This design comes from an exercise in tuning for small area, a short achievable clock period and few clock cycles on the open sky130 flow, not from production work. Where RTL was checked, it was by simulation tests only, not by an equivalence proof against the original. Power is estimated from default activity; no workload was simulated.

Design cpu_lite_top, start of the top module:
module cpu_lite_top (
    input  wire        clk_i,
    input  wire        reset,
    input  wire        host_valid_i,
    input  wire [7:0]  host_byte_i,
    input  wire [4:0]  reg_sel_i,
    input  wire [1:0]  byte_sel_i,
    output wire [7:0]  value_o,
    output wire        is_positive_o,
    output wire        done_o
);
    logic        loading_q;    
    logic        done_q;
    logic [1:0]  phase_q;      
    logic [4:0]  count_q;      
    logic        kept_q;       
    logic        wr_q;         
    logic        is_r_q;       
    logic        is_i_q;       
    logic        rd0_q;        
    logic [7:0]  b1_q;         
    logic [7:0]  b2_q;         
    logic [7:0]  b3_q;         
    logic [31:0] a_q;          
    logic [15:0] drop_q;       
    wire start_seen = host_valid_i & ~loading_q & ~done_q & (host_byte_i == 8'hFE);
    wire end_seen   = host_valid_i & loading_q & (phase_q == 2'd0) & (host_byte_i == 8'hFF);
    wire data_stb   = host_valid_i & loading_q & ~end_seen;
  ...
Size: ~2600 cells after synthesis, roughly 28 I/O pins.
export LEC_CHECK = 0
export CAP_MARGIN = 20
export CORE_MARGIN = 2
export CORE_UTILIZATION = 50
export CTS_BUF_LIST = sky130_fd_sc_hd__clkbuf_8
export CTS_CLUSTER_DIAMETER = 60
export CTS_CLUSTER_SIZE = 16
export PLACE_DENSITY = 0.6
export SETUP_SLACK_MARGIN = 5
export SLEW_MARGIN = 20
export SYNTH_HIERARCHICAL = 1
export TNS_END_PERCENT = 5
create_clock -name core_clock -period 14.0 [get_ports {clk_i}]
standard.sh (not shown) runs the stock make flow with config.mk's settings and CLKGATE_MAP_FILE= SYNTH_SCRIPT=/design/flow/synth_recipe.tcl, a recipe that flattens the netlist after the stock synthesis.
==> flow/flow/run.sh <==
#!/bin/bash
# Standard layout, with fast buffers on the ports.
set -euo pipefail
bash standard.sh "BUFFER_PORTS_ARGS=-buffer_cell sky130_fd_sc_hd__buf_4" SETUP_SLACK_MARGIN=6.5 finish > standard_make.log 2>&1
Testbench counts at the start, summed over its fixed seeds: cycles 11,399.
Then changed:
==> flow/flow/run.sh (replaced) <==
#!/bin/bash
# Standard layout, with fast buffers on the ports.
set -euo pipefail
bash standard.sh "BUFFER_PORTS_ARGS=-buffer_cell sky130_fd_sc_hd__buf_4" SETUP_SLACK_MARGIN=6 finish > standard_make.log 2>&1
The new run ran to the end with no violations.
Routed wire length drops by about 2.4%.
Design area went down by 3.3%.
Total power fell by about 0.43%.
Hold slack stays flat.
Count of clock-buffer cells in the layout decreases by 1.
Worst setup slack gains 0.097 ns.
Maximum frequency came out higher by about 1.2%.
Sequential power stays flat.
Via count drops by about 2%.

* * *

The RTL this note starts from:
==> flow/design.v <==
`default_nettype none
module alu (
    input  wire        is_r_i,     
    input  wire        is_i_i,     
    input  wire [2:0]  f3_i,
    input  wire [6:0]  f7_i,
    input  wire [4:0]  rd_i,
    input  wire [31:0] a_i,        
    input  wire [31:0] b_i,        
    output logic [31:0] result_o,
    output logic       writes_o    
);
    wire [2:0] f3  = f3_i;
    wire f7z  = (f7_i == 7'b0000000);
    wire f7s  = (f7_i == 7'b0100000);
    logic r_ok, i_ok;
    always_comb begin
        case (f3)
            3'b000:  r_ok = f7z | f7s;
            3'b001, 3'b010, 3'b100, 3'b110, 3'b111: r_ok = f7z;
            default: r_ok = 1'b0;
        endcase
        i_ok = (f3 == 3'b000) | (f3 == 3'b110) | (f3 == 3'b111);
    end
    assign writes_o = ((is_r_i & r_ok) | (is_i_i & i_ok)) & (rd_i != 5'd0);
    wire        do_sub = ~is_i_i & (f7_i[5] | (f3 == 3'b010));
    wire [31:0] bx     = b_i ^ {32{do_sub}};
    wire [31:0] p = a_i ^ bx;
    wire [31:0] g = a_i & bx;
    logic [31:0] gg, pp;
    always_comb begin
        gg = g;
        pp = p;
        gg[0] = g[0] | (p[0] & do_sub);
        for (int l = 1; l < 32; l = l * 2) begin
            for (int i = 2 * l - 1; i < 32; i = i + 2 * l) begin
                gg[i] = gg[i] | (pp[i] & gg[i - l]);
                pp[i] = pp[i] & pp[i - l];
            end
        end
        for (int l = 8; l >= 1; l = l / 2) begin
            for (int i = 3 * l - 1; i < 32; i = i + 2 * l) begin
                gg[i] = gg[i] | (pp[i] & gg[i - l]);
                pp[i] = pp[i] & pp[i - l];
            end
        end
    end
    wire [31:0] carry = {gg[30:0], do_sub};
    wire        lt    = (a_i[31] ^ b_i[31]) ? a_i[31] : (p[31] ^ carry[31]);
    wire [31:0] lg  = f3[1] ? (f3[0] ? g : (p | g)) : p;
    wire [31:0] arw = lg ^ (carry & {32{f3 == 3'b000}});
    always_comb begin
        case (f3)
            3'b001:  result_o = a_i << b_i[4:0];
            3'b010:  result_o = {31'd0, lt};
            default: result_o = arw;
        endcase
    end
endmodule
`default_nettype wire
`default_nettype none
module reg_file (
    input  wire        clk_i,
    input  wire        reset,
    input  wire [4:0]  addr_i,     
    output logic [31:0] rdata_o,   
    input  wire        wr_en_i,    
    input  wire        inv_en_i,   
    input  wire [3:0]  idx_i,
    input  wire [4:0]  wr_tag_i,
    input  wire [31:0] wr_data_i
);
    logic [15:0] valid_q;
    logic [4:0]  tag_q  [16];
    logic [31:0] data_q [16];
    logic [15:0] match;
    logic [15:0] sel;
    always_comb begin
        rdata_o = '0;
        for (int i = 0; i < 16; i++) begin
            sel[i]   = (idx_i == i[3:0]);
            match[i] = valid_q[i] & (tag_q[i] == addr_i);
            rdata_o  = rdata_o | (data_q[i] & {32{match[i]}});
        end
    end
    always_ff @(posedge clk_i or posedge reset) begin
        if (reset) begin
            valid_q <= '0;
        end else begin
            for (int i = 0; i < 16; i++) begin
                if (wr_en_i && sel[i])                 valid_q[i] <= 1'b1;
                else if (inv_en_i && !sel[i] && match[i]) valid_q[i] <= 1'b0;
            end
        end
    end
    always_ff @(posedge clk_i) begin
        for (int i = 0; i < 16; i++) begin
            if (wr_en_i && sel[i]) begin
                tag_q[i]  <= wr_tag_i;
                data_q[i] <= wr_data_i;
            end
        end
    end
endmodule
`default_nettype wire
`default_nettype none
module cpu_lite_top (
    input  wire        clk_i,
    input  wire        reset,
    input  wire        host_valid_i,
    input  wire [7:0]  host_byte_i,
    input  wire [4:0]  reg_sel_i,
    input  wire [1:0]  byte_sel_i,
    output wire [7:0]  value_o,
    output wire        is_positive_o,
    output wire        done_o
);
    logic        loading_q;    
    logic        done_q;
    logic [1:0]  phase_q;      
    logic [4:0]  count_q;      
    logic        kept_q;       
    logic        wrote_q;      
    logic        is_r_q;       
    logic        is_i_q;       
    logic        rd0_q;        
    logic [7:0]  b1_q;         
    logic [3:0]  b2_q;         
    logic [31:0] a_q;          
    wire start_seen = host_valid_i & ~loading_q & ~done_q & (host_byte_i == 8'hFE);
    wire end_seen   = host_valid_i & loading_q & (phase_q == 2'd0) & (host_byte_i == 8'hFF);
    wire data_stb   = host_valid_i & loading_q & ~end_seen;
    wire last_byte  = data_stb & (phase_q == 2'd3);
    wire kept       = ~count_q[4];
    wire [4:0] rd = {b1_q[3:0], rd0_q};
    logic [31:0] rdata;
    logic [31:0] result;
    logic        writes;
    wire wr_en = last_byte & kept & writes;
    always_ff @(posedge clk_i or posedge reset) begin
        if (reset) begin
            loading_q <= 1'b0;
            done_q    <= 1'b0;
            phase_q   <= 2'd0;
            count_q   <= 5'd0;
            kept_q    <= 1'b0;
            wrote_q   <= 1'b0;
        end else begin
            if (start_seen) loading_q <= 1'b1;
            if (end_seen) begin
                loading_q <= 1'b0;
                done_q    <= 1'b1;
            end
            if (data_stb) phase_q <= phase_q + 2'd1;
            if (kept_q) count_q <= count_q + 5'd1;
            kept_q  <= last_byte & kept;
            wrote_q <= wr_en;
        end
    end
    always_ff @(posedge clk_i) begin
        if (data_stb && (phase_q == 2'd0)) begin
            is_r_q <= (host_byte_i[6:0] == 7'b0110011);
            is_i_q <= (host_byte_i[6:0] == 7'b0010011);
            rd0_q  <= host_byte_i[7];
        end
        if (data_stb && (phase_q == 2'd1)) b1_q <= host_byte_i;
        if (data_stb && (phase_q == 2'd2)) b2_q <= host_byte_i[7:4];
        if (data_stb && (phase_q == 2'd2)) a_q <= rdata;
    end
    wire sel_host = ~loading_q;
    wire sel_rd   = loading_q & wrote_q;
    wire sel_rs1  = loading_q & (phase_q == 2'd2);
    wire sel_rs2  = loading_q & (phase_q == 2'd3) & ~is_i_q;
    wire [4:0] addr;
    assign addr[0] = (sel_host & reg_sel_i[0]) | (sel_rd & rd[0]) |
                     (sel_rs1 & b1_q[7]) | (sel_rs2 & b2_q[0]);
    assign addr[1] = (sel_host & reg_sel_i[1]) | (sel_rd & rd[1]) |
                     (sel_rs1 & host_byte_i[0]) | (sel_rs2 & b2_q[1]);
    assign addr[2] = (sel_host & reg_sel_i[2]) | (sel_rd & rd[2]) |
                     (sel_rs1 & host_byte_i[1]) | (sel_rs2 & b2_q[2]);
    assign addr[3] = (sel_host & reg_sel_i[3]) | (sel_rd & rd[3]) |
                     (sel_rs1 & host_byte_i[2]) | (sel_rs2 & b2_q[3]);
    assign addr[4] = (sel_host & reg_sel_i[4]) | (sel_rd & rd[4]) |
                     (sel_rs1 & host_byte_i[3]) | (sel_rs2 & host_byte_i[0]);
    wire [31:0] imm = {{20{host_byte_i[7]}}, host_byte_i, b2_q};
    wire [31:0] opb = rdata | (imm & {32{is_i_q}});
    alu u_alu (
        .is_r_i   (is_r_q),
        .is_i_i   (is_i_q),
        .f3_i     (b1_q[6:4]),
        .f7_i     (host_byte_i[7:1]),
        .rd_i     (rd),
        .a_i      (a_q),
        .b_i      (opb),
        .result_o (result),
        .writes_o (writes)
    );
    reg_file u_reg_file (
        .clk_i     (clk_i),
        .reset     (reset),
        .addr_i    (addr),
        .rdata_o   (rdata),
        .wr_en_i   (wr_en),
        .inv_en_i  (wrote_q),
        .idx_i     (count_q[3:0]),
        .wr_tag_i  (rd),
        .wr_data_i (result)
    );
    wire [3:0] bsel = 4'b0001 << byte_sel_i;
    assign value_o = (rdata[7:0] & {8{bsel[0]}}) | (rdata[15:8] & {8{bsel[1]}}) |
                     (rdata[23:16] & {8{bsel[2]}}) | (rdata[31:24] & {8{bsel[3]}});
    assign is_positive_o = ~rdata[31];
    assign done_o        = done_q;
endmodule
`default_nettype wire
export LEC_CHECK = 0
export CAP_MARGIN = 20
export CORE_MARGIN = 2
export CORE_UTILIZATION = 50
export CTS_BUF_LIST = sky130_fd_sc_hd__clkbuf_8
export CTS_CLUSTER_DIAMETER = 60
export CTS_CLUSTER_SIZE = 16
export PLACE_DENSITY = 0.6
export SETUP_SLACK_MARGIN = 5
export SLEW_MARGIN = 20
create_clock -name core_clock -period 14.0 [get_ports {clk_i}]
run.sh (not shown) runs the stock make flow with config.mk's settings and CLKGATE_MAP_FILE= SYNTH_SCRIPT=/design/flow/synth_recipe.tcl, a recipe that flattens the netlist after the stock synthesis.
Stock flow here: none of the scripts above is used.
The baseline finished with timing, DRC and antenna clean.
Change:
CTS_CLUSTER_DIAMETER = not set   (was 60)
CTS_CLUSTER_SIZE = not set   (was 16)
Outcome: The new run ran to the end with no violations; cell count rises by 4.7%; synthesized area does not change; via count rose by 4.1%; worst setup slack is better by 0.059 ns; sequential share of layout area shrinks by 2.3 points; die area is unchanged; sequential cell count is unchanged; routed wire length climbs by 3.5%; synthesized cell count is unchanged; clock-buffer cell count grows by 53; cell area grows by 4.4%.
Change:
CTS_CLUSTER_DIAMETER = 70   (was not set)
CTS_CLUSTER_SIZE = 18   (was not set)
Outcome:
- clock power falls by a quarter to a third
- core utilization falls by 2.3 points
- clock-buffer cell count shrinks by 59
- non-clock buffer count decreases by 42
- power came out lower by roughly a tenth
- die area stays the same
- flip-flop and latch count is unchanged
- clock skew came out higher by 0.029 ns
Function was not checked in any run of this note: the RTL went through the layout flow alone.

* * *

cpu_lite_top, a different RTL version from the one above (not shown whole).
Size: ~2,600 cells after synthesis, about 28 I/O pins, ~29,000 um^2 of cells after synthesis.
==> flow/config.mk <==
export PLATFORM = sky130hd
export DESIGN_NAME = cpu_lite_top
export DESIGN_NICKNAME = cpu_lite_top
export VERILOG_FILES = /design/flow/design.v
export SDC_FILE = /design/flow/constraint.sdc
export NUM_CORES = 8
export LEC_CHECK = 0
export CAP_MARGIN = 20
export CORE_MARGIN = 2
export CORE_UTILIZATION = 50
export CTS_BUF_LIST = sky130_fd_sc_hd__clkbuf_8
export CTS_CLUSTER_DIAMETER = 60
export CTS_CLUSTER_SIZE = 16
export PLACE_DENSITY = 0.6
export SETUP_SLACK_MARGIN = 5
export SLEW_MARGIN = 20
export SYNTH_HIERARCHICAL = 1
export TNS_END_PERCENT = 5
==> flow/constraint.sdc <==
create_clock -name core_clock -period 14.0 [get_ports {clk_i}]
set_input_delay 2.8000 -clock core_clock [delete_from_list [all_inputs] [get_ports {clk_i}]]
set_output_delay 2.8000 -clock core_clock [all_outputs]
set_load 0.01 [all_outputs]
standard.sh (not shown) runs the stock make flow with config.mk's settings and CLKGATE_MAP_FILE= SYNTH_SCRIPT=/design/flow/synth_recipe.tcl, a recipe that flattens the netlist after the stock synthesis.
==> flow/flow/run.sh <==
#!/bin/bash
# Standard layout, with fast buffers on the ports.
set -euo pipefail
bash standard.sh "BUFFER_PORTS_ARGS=-buffer_cell sky130_fd_sc_hd__buf_4" SETUP_SLACK_MARGIN=7 finish > standard_make.log 2>&1
The first run finished with timing, DRC and antenna clean.
Testbench counts at the start, summed over its fixed seeds: cycles 11,399.
==> next run, changes <==
==> flow/flow/run.sh (replaced) <==
#!/bin/bash
# Standard layout, with fast buffers on the ports.
set -euo pipefail
bash standard.sh "BUFFER_PORTS_ARGS=-buffer_cell sky130_fd_sc_hd__buf_4" SETUP_SLACK_MARGIN=6.5 finish > standard_make.log 2>&1
Effect:
- clock skew stays flat
- count of clock-buffer cells in the layout does not change
- design area came out lower by 1.0%
- synthesized cell count is unchanged
- area after synthesis stays the same
- critical path depth grows by 1
- worst setup slack got worse by 14 ps
- combinational power came out lower by about 4%
==> next run, changes <==
==> flow/flow/run.sh (replaced) <==
#!/bin/bash
# Standard layout, with fast buffers on the ports.
set -euo pipefail
bash standard.sh "BUFFER_PORTS_ARGS=-buffer_cell sky130_fd_sc_hd__buf_4" SETUP_SLACK_MARGIN=6 finish > standard_make.log 2>&1
The new run passed the timing, DRC and antenna checks.
Sequential cell count stays the same.
Non-clock buffer count came out lower by 13.
Synthesized area does not change.
Wire length came out higher by 0.88%.
Clock skew came out higher by 11 ps.
Worst setup slack is about the same.
Critical path depth stays the same.
Die area stays the same.
Clock-buffer cell count came out lower by 1.
Synthesized cell count does not change.
Core utilization came out lower by 0.88 points.

* * *

Another version of the RTL of cpu_lite_top (not shown whole).
For scale: roughly 2,700 cells after synthesis, ~670 flip-flops, about 28 I/O pins.
Settings: LEC_CHECK=0, CAP_MARGIN=20, CORE_MARGIN=2, CORE_UTILIZATION=50, CTS_BUF_LIST=sky130_fd_sc_hd__clkbuf_8, CTS_CLUSTER_DIAMETER=60, CTS_CLUSTER_SIZE=16, PLACE_DENSITY=0.6, SETUP_SLACK_MARGIN=5, SLEW_MARGIN=20, SYNTH_HIERARCHICAL=1; clock period 14.0 ns.
==> flow/flow/run.sh <==
#!/bin/bash
# Standard layout, with fast buffers on the ports and timing repair aiming further.
set -euo pipefail
bash standard.sh "BUFFER_PORTS_ARGS=-buffer_cell sky130_fd_sc_hd__buf_4" SETUP_SLACK_MARGIN=6 finish > standard_make.log 2>&1
The starting point produced a clean layout.
Testbench counts at the start, summed over its fixed seeds: cycles 11,399.
Edit:
==> flow/flow/run.sh (replaced) <==
#!/bin/bash
# Standard layout, with fast buffers on the ports.
set -euo pipefail
bash standard.sh "BUFFER_PORTS_ARGS=-buffer_cell sky130_fd_sc_hd__buf_4" finish > standard_make.log 2>&1
--- a/flow/config.mk
+++ b/flow/config.mk
@@ -15 +15 @@
-export SETUP_SLACK_MARGIN = 5
+export SETUP_SLACK_MARGIN = 4.5
What happened:
- routed wire length falls by 10%
- synthesized area does not change
- setup slack got worse by 660 ps
- via count came out lower by 5.1%
- clock-buffer cell count went down by 3
- cell area is lower by 10%
- die area does not change
- power shrinks by 3.7%
- maximum frequency goes down by 7.1%
Edit:
==> flow/flow/run.sh (replaced) <==
#!/bin/bash
# Standard layout, with fast buffers on the ports and timing repair aiming further.
set -euo pipefail
bash standard.sh "BUFFER_PORTS_ARGS=-buffer_cell sky130_fd_sc_hd__buf_4" SETUP_SLACK_MARGIN=6 finish > standard_make.log 2>&1
--- a/flow/config.mk
+++ b/flow/config.mk
@@ -15 +15 @@
-export SETUP_SLACK_MARGIN = 4.5
+export SETUP_SLACK_MARGIN = 5
@@ -17,0 +18 @@
+export TNS_END_PERCENT = 5
Result: First-iteration DRC count goes up by roughly a tenth. Routed wire length goes up by a little under a tenth. Non-clock buffer count goes up by 102.
Edit:
==> flow/flow/run.sh (replaced) <==
#!/bin/bash
# Standard layout, with fast buffers on the ports.
set -euo pipefail
bash standard.sh "BUFFER_PORTS_ARGS=-buffer_cell sky130_fd_sc_hd__buf_4" finish > standard_make.log 2>&1
--- a/flow/config.mk
+++ b/flow/config.mk
@@ -18 +17,0 @@
-export TNS_END_PERCENT = 5
The changed run finished with timing, DRC and antenna clean.
Register-to-register slack degrades by 300 ps.
Routed wire length goes down by 7.6%.
Clock-buffer cell count decreases by 5.
Die area is unchanged.
Critical path depth stays the same.
Synthesized cell count stays the same.
Cell area came out lower by about 5%.
Clock power shrinks by about 10%.
Edit:
==> flow/run.sh (new file) <==
#!/bin/bash
# synth_recipe.tcl (not shown) runs the flow's synth.tcl, then flattens the netlist and writes it again
# the make line also repeats each setting of config.mk as NAME=value (left out here)
make -C /OpenROAD-flow-scripts/flow DESIGN_CONFIG=/design/flow/config.mk WORK_HOME=/design/flow/orfs CLKGATE_MAP_FILE= SYNTH_SCRIPT=/design/flow/synth_recipe.tcl finish
removed: flow/flow/run.sh
removed: flow/standard.sh
Outcome:
- via count rises by about 2.8%
- total power rises by 5.7%
- maximum frequency is about the same
- synthesized area does not change
- utilization rises by 2.9 points
- clock skew rises by 8.1 ps

[what the ideal ports hide]
The results above use ideal ports. As a check the final layouts listed here were re-extracted and re-timed, cells and wires unchanged. Step 1 (the two cells are an assumption about what drives the block):
set clk [get_ports {clk_i}]
set_driving_cell -lib_cell sky130_fd_sc_hd__clkbuf_16 $clk
set_driving_cell -lib_cell sky130_fd_sc_hd__buf_2 [delete_from_list [all_inputs] $clk]
Step 2 also shifts input and output timing later by t, the mid clock arrival at the registers, as if the neighbouring blocks saw the same clock. Slacks: ideal / step 1 / step 2; pairs: ideal / step 1.
| run | t (ns) | setup WS [ns] | worst hold slack (ns) | worst register clock-pin slew, ns |
|---|---|---|---|---|
| the first run of note 1 | 0.746 | 5.788 / 5.754 / 5.619 | 0.487 / 0.487 / 0.487 | 0.11 / 0.11 |
| the second run of note 1 | 0.752 | 5.885 / 5.855 / 5.486 | 0.488 / 0.488 / 0.488 | 0.11 / 0.11 |
| the first run of note 2 | 0.742 | 5.006 / 4.981 / 4.584 | 0.546 / 0.546 / 0.546 | 0.11 / 0.11 |
| the second run of note 2 | 0.786 | 5.065 / 5.025 / 4.504 | 0.535 / 0.535 / 0.535 | 0.08 / 0.08 |
| the third run of note 2 | 0.746 | 5.055 / 5.030 / 4.484 | 0.544 / 0.544 / 0.544 | 0.12 / 0.12 |
| the first run of note 3 | 0.760 | 5.853 / 5.807 / 5.576 | 0.491 / 0.491 / 0.491 | 0.11 / 0.11 |
| the second run of note 3 | 0.763 | 5.839 / 5.793 / 5.478 | 0.490 / 0.490 / 0.490 | 0.11 / 0.11 |
| the third run of note 3 | 0.749 | 5.841 / 5.806 / 5.380 | 0.491 / 0.491 / 0.491 | 0.11 / 0.11 |
| the first run of note 4 | 0.746 | 5.278 / 5.237 / 5.092 | 0.491 / 0.491 / 0.491 | 0.11 / 0.11 |
| the second run of note 4 | 0.754 | 4.614 / 4.588 / 4.173 | 0.493 / 0.493 / 0.493 | 0.11 / 0.11 |
| the third run of note 4 | 0.799 | 5.339 / 5.293 / 4.778 | 0.490 / 0.490 / 0.490 | 0.12 / 0.12 |
| the fourth run of note 4 | 0.760 | 5.085 / 5.064 / 4.578 | 0.491 / 0.491 / 0.491 | 0.11 / 0.11 |
| the fifth run of note 4 | 0.768 | 5.078 / 5.062 / 4.427 | 0.493 / 0.493 / 0.493 | 0.11 / 0.11 |
After both steps every run listed still meets setup and hold. The setup slack of the fifth run of note 4, which loses most, moves by -0.016 ns with the drivers and by -0.651 ns with both steps.
